Source: an optimization exercise on an open RTL-to-GDS flow (aim: small area). Production flows keep margins and buffers that such runs may drop. At most, simulation tests tie the RTL to the original design; equivalence was not proved. Power is estimated from default activity; no workload was simulated.

==> inputs of trial 81 <==
## xbar_unmuxed
module xbar_unmuxed (
  input  logic          clk_i,
  input  logic          arst_n_i,
  input  logic [63:0]   s_aw_addr,
  input  logic [1:0]    s_aw_valid,
  output logic [1:0]    s_aw_ready,
  input  logic [63:0]   s_w_data,
  input  logic [7:0]    s_w_strb,
  input  logic [1:0]    s_w_valid,
  output logic [1:0]    s_w_ready,
  output logic [3:0]    s_b_resp,
  output logic [1:0]    s_b_valid,
  input  logic [1:0]    s_b_ready,
  input  logic [63:0]   s_ar_addr,
  input  logic [1:0]    s_ar_valid,
  output logic [1:0]    s_ar_ready,
  output logic [63:0]   s_r_data,
  output logic [3:0]    s_r_resp,
  output logic [1:0]    s_r_valid,
  input  logic [1:0]    s_r_ready,
  output logic [191:0]  m_aw_addr,
  output logic [5:0]    m_aw_valid,
  input  logic [5:0]    m_aw_ready,
  output logic [191:0]  m_w_data,
  output logic [23:0]   m_w_strb,
  output logic [5:0]    m_w_valid,
  input  logic [5:0]    m_w_ready,
  input  logic [11:0]   m_b_resp,
  input  logic [5:0]    m_b_valid,
  output logic [5:0]    m_b_ready,
  output logic [191:0]  m_ar_addr,
  output logic [5:0]    m_ar_valid,
  input  logic [5:0]    m_ar_ready,
  input  logic [191:0]  m_r_data,
  input  logic [11:0]   m_r_resp,
  input  logic [5:0]    m_r_valid,
  output logic [5:0]    m_r_ready,
  input  logic [7:0]    map_idx_i,
  input  logic [127:0]  map_start_i,
  input  logic [127:0]  map_end_i,
  input  logic [1:0]    en_default_mst_i,
  input  logic [3:0]    default_mst_i
);
==> flow/config.mk <==
export PLATFORM = sky130hd
export DESIGN_NAME = xbar_unmuxed
export DESIGN_NICKNAME = xbar_unmuxed
export VERILOG_FILES = /design/flow/design.v
export SDC_FILE = /design/flow/constraint.sdc
export NUM_CORES = 4
export LEC_CHECK = 0
export CAP_MARGIN = 20
export CORE_AREA = 5 5 535 535
export CTS_BUF_LIST = sky130_fd_sc_hd__clkbuf_8
export CTS_CLUSTER_DIAMETER = 120
export CTS_CLUSTER_SIZE = 14
export DIE_AREA = 0 0 540 540
export SETUP_SLACK_MARGIN = 0.1
export SLEW_MARGIN = 20
export SYNTH_HIERARCHICAL = 1
export SYNTH_MINIMUM_KEEP_SIZE = 0
==> flow/constraint.sdc <==
create_clock -name core_clock -period 12.0 [get_ports {clk_i}]
set_input_delay 2.4000 -clock core_clock [delete_from_list [all_inputs] [get_ports {clk_i}]]
set_output_delay 2.4000 -clock core_clock [all_outputs]
set_load 0.01 [all_outputs]
standard.sh (not shown) runs the stock make flow with config.mk's settings and CLKGATE_MAP_FILE= SYNTH_SCRIPT=/design/flow/synth_recipe.tcl, a recipe that flattens the netlist after the stock synthesis.
==> flow/flow/run.sh <==
#!/bin/bash
# The standard layout, with the port buffers made of the smallest buffer
# cell instead of the one buffer_ports picks by default. Every input and
# output port still gets its own buffer.
set -euo pipefail
bash standard.sh "BUFFER_PORTS_ARGS=-buffer_cell sky130_fd_sc_hd__buf_1" finish > standard.log 2>&1
==> trial 71 (differences from trial 81) <==
--- a/flow/design.v
+++ b/flow/design.v
@@ -71,72 +71,24 @@
         .c_n_o (c_n[k+1])
       );
     end
   end
   assign lt_o = c[32];
 endmodule
-module late_nor2b (   
-  input  logic a_i,
-  input  logic b_i,
-  output logic y_o
-);
-  assign y_o = ~a_i & b_i;
-endmodule
-module late_nand2b (   
-  input  logic a_i,
-  input  logic b_i,
-  output logic y_o
-);
-  assign y_o = ~(~a_i & b_i);
-endmodule
-module late_nor2 (
-  input  logic a_i,
-  input  logic b_i,
-  output logic y_o
-);
-  assign y_o = ~(a_i | b_i);
-endmodule
-module late_nand2 (
-  input  logic a_i,
-  input  logic b_i,
-  output logic y_o
-);
-  assign y_o = ~(a_i & b_i);
-endmodule
-module late_nand3 (
-  input  logic a_i,
-  input  logic b_i,
-  input  logic c_i,
-  output logic y_o
-);
-  assign y_o = ~(a_i & b_i & c_i);
-endmodule
-module late_nand4 (
-  input  logic a_i,
-  input  logic b_i,
-  input  logic c_i,
-  input  logic d_i,
-  output logic y_o
-);
-  assign y_o = ~(a_i & b_i & c_i & d_i);
-endmodule
 module addr_decoder #(
   parameter int unsigned NoRules = 4
 ) (
   input  logic [31:0]           addr_i,
   input  logic [NoRules*2-1:0]  map_idx_i,
   input  logic [NoRules*32-1:0] map_start_i,
   input  logic [NoRules*32-1:0] map_end_i,
   input  logic [NoRules*32-1:0] map_start_n_i,
   input  logic [NoRules*32-1:0] map_end_n_i,
   input  logic                  en_default_i,
   input  logic [1:0]            default_idx_i,
-  input  logic [1:0]            tgt_i,
-  input  logic                  hit_en_i,
-  output logic [1:0]            sel_o,
-  output logic [1:0]            hit_o   
+  output logic [1:0]            sel_o
 );
   logic [31:0]        addr_n;
   logic [NoRules-1:0] below_start;
   logic [NoRules-1:0] below_end;
   for (genvar k = 0; k < 32; k++) begin : gen_addr_n
     if (k % 2 == 1 || k == 0) begin : gen_used
@@ -158,63 +110,30 @@
       .a_n_i (addr_n),
       .b_i   (map_end_i[r*32 +: 32]),
       .b_n_i (map_end_n_i[r*32 +: 32]),
       .lt_o  (below_end[r])
     );
   end
-  logic [NoRules-1:0] match;
-  logic [NoRules-1:0] no_match;
-  logic [NoRules-1:0] idx_hit;
-  logic [1:0]         dflt;
-  logic               dflt_hit;
-  logic               none_01;
-  logic [4:0]         term_n;
-  assign dflt     = en_default_i ? default_idx_i : 2'd3;
-  assign dflt_hit = (dflt == tgt_i) & hit_en_i;
-  for (genvar r = 0; r < NoRules; r++) begin : gen_match
-    late_nor2b  i_match    (.a_i(below_start[r]), .b_i(below_end[r]), .y_o(match[r]));
-    late_nand2b i_no_match (.a_i(below_start[r]), .b_i(below_end[r]), .y_o(no_match[r]));
-    assign idx_hit[r] = (map_idx_i[r*2 +: 2] == tgt_i) & hit_en_i;
-  end
-  late_nor2  i_none_01 (.a_i(match[0]), .b_i(match[1]), .y_o(none_01));
-  late_nand2 i_term_0  (.a_i(match[0]), .b_i(idx_hit[0]), .y_o(term_n[0]));
-  late_nand3 i_term_1  (.a_i(no_match[0]), .b_i(match[1]), .c_i(idx_hit[1]), .y_o(term_n[1]));
-  late_nand3 i_term_2  (.a_i(none_01), .b_i(match[2]), .c_i(idx_hit[2]), .y_o(term_n[2]));
-  late_nand4 i_term_3  (.a_i(none_01), .b_i(no_match[2]), .c_i(match[3]), .d_i(idx_hit[3]),
-                        .y_o(term_n[3]));
-  late_nand4 i_term_4  (.a_i(none_01), .b_i(no_match[2]), .c_i(no_match[3]), .d_i(dflt_hit),
-                        .y_o(term_n[4]));
-  late_nand2 i_hit_a   (.a_i(term_n[0]), .b_i(term_n[1]), .y_o(hit_o[0]));
-  late_nand3 i_hit_b   (.a_i(term_n[2]), .b_i(term_n[3]), .c_i(term_n[4]), .y_o(hit_o[1]));
   logic hit;
   always_comb begin
     hit = 1'b0;
     if (en_default_i) begin
       sel_o = default_idx_i;
     end else begin
       sel_o = 2'd3;
     end
     for (int r = 0; r < NoRules; r++) begin
-      if (!hit && match[r]) begin
+      if (!hit && !below_start[r] && below_end[r]) begin
         hit   = 1'b1;
         sel_o = map_idx_i[r*2 +: 2];
       end
     end
   end
 endmodule
 `timescale 1ns/1ps
 `timescale 1ns/1ps
-module late_o31a (
-  input  logic a1_i,
-  input  logic a2_i,
-  input  logic a3_i,
-  input  logic b1_i,
-  output logic y_o
-);
-  assign y_o = (a1_i | a2_i | a3_i) & b1_i;
-endmodule
 module lite_demux #(
   parameter int unsigned NoLanes  = 3,
   parameter int unsigned MaxTrans = 4
 ) (
   input  logic                 clk_i,
   input  logic                 arst_n_i,
@@ -234,18 +153,12 @@
   output logic [31:0]          r_data_o,
   output logic [1:0]           r_resp_o,
   output logic                 r_valid_o,
   input  logic                 r_ready_i,
   input  logic [1:0]           aw_sel_i,
   input  logic [1:0]           ar_sel_i,
-  input  logic [1:0]           aw_sel_is_tgt_i,   
-  input  logic [1:0]           ar_sel_is_tgt_i,
-  output logic                 w_room_o,
-  output logic                 r_room_o,
-  output logic [1:0]           w_tgt_o,
-  output logic [1:0]           r_tgt_o,
   output logic [31:0]          m_aw_addr_o,
   output logic [NoLanes-1:0]   m_aw_valid_o,
   input  logic [NoLanes-1:0]   m_aw_ready_i,
   output logic [31:0]          m_w_data_o,
   output logic [3:0]           m_w_strb_o,
   output logic [NoLanes-1:0]   m_w_valid_o,
@@ -264,35 +177,32 @@
   localparam int unsigned CntWidth = $clog2(MaxTrans + 1);
   localparam logic [CntWidth-1:0] MaxCnt = MaxTrans;
   logic [1:0]          w_tgt_q;
   logic [1:0]          r_tgt_q;
   logic [CntWidth-1:0] w_cnt_q;
   logic [CntWidth-1:0] r_cnt_q;
+  logic w_free, r_free;
+  logic w_go, r_go;
   logic w_err, r_err;
   logic b_pend, r_pend;
   logic aw_hs, ar_hs, b_hs, r_hs;
   logic w_lane_hs, ar_lane_hs;
   logic aw_main_v, aw_skid_v, w_main_v, w_skid_v, b_main_v, b_skid_v;
   logic ar_main_v, ar_skid_v, r_main_v, r_skid_v;
   logic [1:0]  b_resp_q;
   logic [1:0]  r_resp_q;
-  assign w_tgt_o = w_tgt_q;
-  assign r_tgt_o = r_tgt_q;
   assign w_err = (w_tgt_q >= NoLanes);
   assign r_err = (r_tgt_q >= NoLanes);
   assign b_pend = w_err & (w_cnt_q != '0);
   assign r_pend = r_err & (r_cnt_q != '0);
-  assign w_room_o = (w_cnt_q != MaxCnt);
-  assign r_room_o = (r_cnt_q != MaxCnt);
-  logic w_early, r_early;
-  assign w_early = aw_valid_i & w_valid_i & ~aw_skid_v & ~w_skid_v & ~b_pend;
-  assign r_early = ar_valid_i & ~ar_skid_v & ~r_pend;
-  late_o31a i_aw_hs (.a1_i(w_cnt_q == '0), .a2_i(aw_sel_is_tgt_i[0]), .a3_i(aw_sel_is_tgt_i[1]),
-                     .b1_i(w_early), .y_o(aw_hs));
-  late_o31a i_ar_hs (.a1_i(r_cnt_q == '0), .a2_i(ar_sel_is_tgt_i[0]), .a3_i(ar_sel_is_tgt_i[1]),
-                     .b1_i(r_early), .y_o(ar_hs));
+  assign w_free = (w_cnt_q == '0) || ((aw_sel_i == w_tgt_q) && (w_cnt_q != MaxCnt));
+  assign r_free = (r_cnt_q == '0) || ((ar_sel_i == r_tgt_q) && (r_cnt_q != MaxCnt));
+  assign w_go = w_free && aw_valid_i && w_valid_i;
+  assign r_go = r_free && ar_valid_i;
+  assign aw_hs = w_go & ~aw_skid_v & ~w_skid_v & ~b_pend;
+  assign ar_hs = r_go & ~ar_skid_v & ~r_pend;
   assign aw_ready_o = aw_hs;
   assign w_ready_o  = aw_hs;
   assign ar_ready_o = ar_hs;
   assign w_lane_hs  = aw_hs & (aw_sel_i < NoLanes);
   assign ar_lane_hs = ar_hs & (ar_sel_i < NoLanes);
   assign b_valid_o = b_main_v | b_pend;
@@ -510,18 +420,12 @@
     end
   end
   for (genvar i = 0; i < NoSlv; i++) begin : gen_slv_port
     localparam int unsigned NoLanes = (i == 0) ? 3 : 2;
     logic [1:0] aw_sel;
     logic [1:0] ar_sel;
-    logic [1:0] w_tgt;
-    logic [1:0] r_tgt;
-    logic [1:0] aw_sel_is_tgt;
-    logic [1:0] ar_sel_is_tgt;
-    logic       w_room;
-    logic       r_room;
     logic [NoLanes-1:0]    p_aw_valid, p_aw_ready, p_w_valid, p_w_ready;
     logic [NoLanes-1:0]    p_b_valid, p_b_ready;
     logic [NoLanes-1:0]    p_ar_valid, p_ar_ready, p_r_valid, p_r_ready;
     logic [NoLanes*2-1:0]  p_b_resp, p_r_resp;
     logic [NoLanes*32-1:0] p_r_data;
     logic [31:0]           p_aw_addr, p_w_data, p_ar_addr;
@@ -532,30 +436,24 @@
       .map_start_i   (map_start_i),
       .map_end_i     (map_end_i),
       .map_start_n_i (map_start_n),
       .map_end_n_i   (map_end_n),
       .en_default_i  (en_default_mst_i[i]),
       .default_idx_i (default_mst_i[i*2 +: 2]),
-      .tgt_i         (w_tgt),
-      .hit_en_i      (w_room),
-      .sel_o         (aw_sel),
-      .hit_o         (aw_sel_is_tgt)
+      .sel_o         (aw_sel)
     );
     addr_decoder i_ar_dec (
       .addr_i        (s_ar_addr[i*32 +: 32]),
       .map_idx_i     (map_idx_i),
       .map_start_i   (map_start_i),
       .map_end_i     (map_end_i),
       .map_start_n_i (map_start_n),
       .map_end_n_i   (map_end_n),
       .en_default_i  (en_default_mst_i[i]),
       .default_idx_i (default_mst_i[i*2 +: 2]),
-      .tgt_i         (r_tgt),
-      .hit_en_i      (r_room),
-      .sel_o         (ar_sel),
-      .hit_o         (ar_sel_is_tgt)
+      .sel_o         (ar_sel)
     );
     lite_demux #(.NoLanes(NoLanes)) i_demux (
       .clk_i         (clk_i),
       .arst_n_i      (arst_n_i),
       .aw_addr_i     (s_aw_addr[i*32 +: 32]),
       .aw_valid_i    (s_aw_valid[i]),
@@ -573,18 +471,12 @@
       .r_data_o      (s_r_data[i*32 +: 32]),
       .r_resp_o      (s_r_resp[i*2 +: 2]),
       .r_valid_o     (s_r_valid[i]),
       .r_ready_i     (s_r_ready[i]),
       .aw_sel_i      (aw_sel),
       .ar_sel_i      (ar_sel),
-      .aw_sel_is_tgt_i (aw_sel_is_tgt),
-      .ar_sel_is_tgt_i (ar_sel_is_tgt),
-      .w_tgt_o       (w_tgt),
-      .w_room_o      (w_room),
-      .r_room_o      (r_room),
-      .r_tgt_o       (r_tgt),
       .m_aw_addr_o   (p_aw_addr),
       .m_aw_valid_o  (p_aw_valid),
       .m_aw_ready_i  (p_aw_ready),
       .m_w_data_o    (p_w_data),
       .m_w_strb_o    (p_w_strb),
       .m_w_valid_o   (p_w_valid),
==> flow/run.sh (new file) <==
#!/bin/bash
# synth_recipe.tcl (not shown) runs the flow's synth.tcl, then flattens the netlist and writes it again
# the make line also repeats each setting of config.mk as NAME=value (left out here)
make -C /OpenROAD-flow-scripts/flow DESIGN_CONFIG=/design/flow/config.mk WORK_HOME=/design/flow/orfs CLKGATE_MAP_FILE= SYNTH_SCRIPT=/design/flow/synth_recipe.tcl finish
Settings changed: CTS_BUF_LIST sky130_fd_sc_hd__clkbuf_8 to unset, CTS_CLUSTER_DIAMETER 120 to unset, CTS_CLUSTER_SIZE 14 to unset, SETUP_SLACK_MARGIN 0.1 to unset.
removed: flow/flow/run.sh
removed: flow/standard.sh
==> impl_metrics.ini <==
[worst_setup_path]
cpPeakStageDelay_ps = 430
r2r_cells = 14
path_buf_inv = 3

[synthesis]
synth_area_per_cell_sq_um = 7.48

[final_layout]
final_cell_count_no_fill = 9979
nets = 6828
multi_input_area_share = 0.415
multiInputGateArea_sq_um = 19200

[drt]
dr_wl_met2_um = 106000

[power]
p_int_mw = 3.68
pwr-share-seq = 0.437
total_power_mw = 6.62

[clocking]
cts_root_buf = clkbuf_8
cts_resized = 0

[status]
status = timing/DRC/antenna clean
-- figures above: trial 81

==> impl_metrics.ini <==
[synthesis]
synth_area_per_cell_sq_um = 7.47

[final_layout]
multi_input_area_share = 0.336
multiInputGateArea_sq_um = 19400
final_cell_count_no_fill = 10100

[worst_setup_path]
path_buf_inv = 9
r2r_cells = 5
cp.depth = 46

[power]
p_int_mw = 5.49
total_power_mw = 8.59

[timing]
timing_hold_violations_final = 0

[clocking]
cts_root_buf = clkbuf_16
cts_setup_buffers = 7
cts_resized = 82

[drt]
dr_wl_met2_um = 119000

[status]
status = timing/DRC/antenna clean

[floorplan]
io_pins = 1440
-- figures above: trial 71

No functional check of the RTL was part of trial 71.

-- what the ideal ports hide --
In the flow no input, the clock included, has a driving cell. The finished layouts below were timed again as built, in two steps.
Step 1 (the two cells are an assumption about what drives the block):
set clk [get_ports {clk_i}]
set_driving_cell -lib_cell sky130_fd_sc_hd__clkbuf_16 $clk
set_driving_cell -lib_cell sky130_fd_sc_hd__buf_2 [delete_from_list [all_inputs] $clk]
Step 2 moves the port delays by t, midway between the first and last clock arrival at a register: inputs arrive t later, outputs are due t later. That takes back most of the time a late clock gives input paths.
Three values: ideal ports, drivers, drivers and shift; two values: the first two.
run	t (ns)	setup slack, ns	clock arrival spread, ns
trial 81	0.939	0.354 / 0.323 / 0.323	0.134 / 0.134
trial 71	0.859	0.280 / 0.137 / 0.137	0.067 / 0.067
After both steps setup and hold are still met in every run listed. The setup slack of trial 71, which loses most, moves by -0.143 ns with the drivers and by -0.143 ns with both steps.
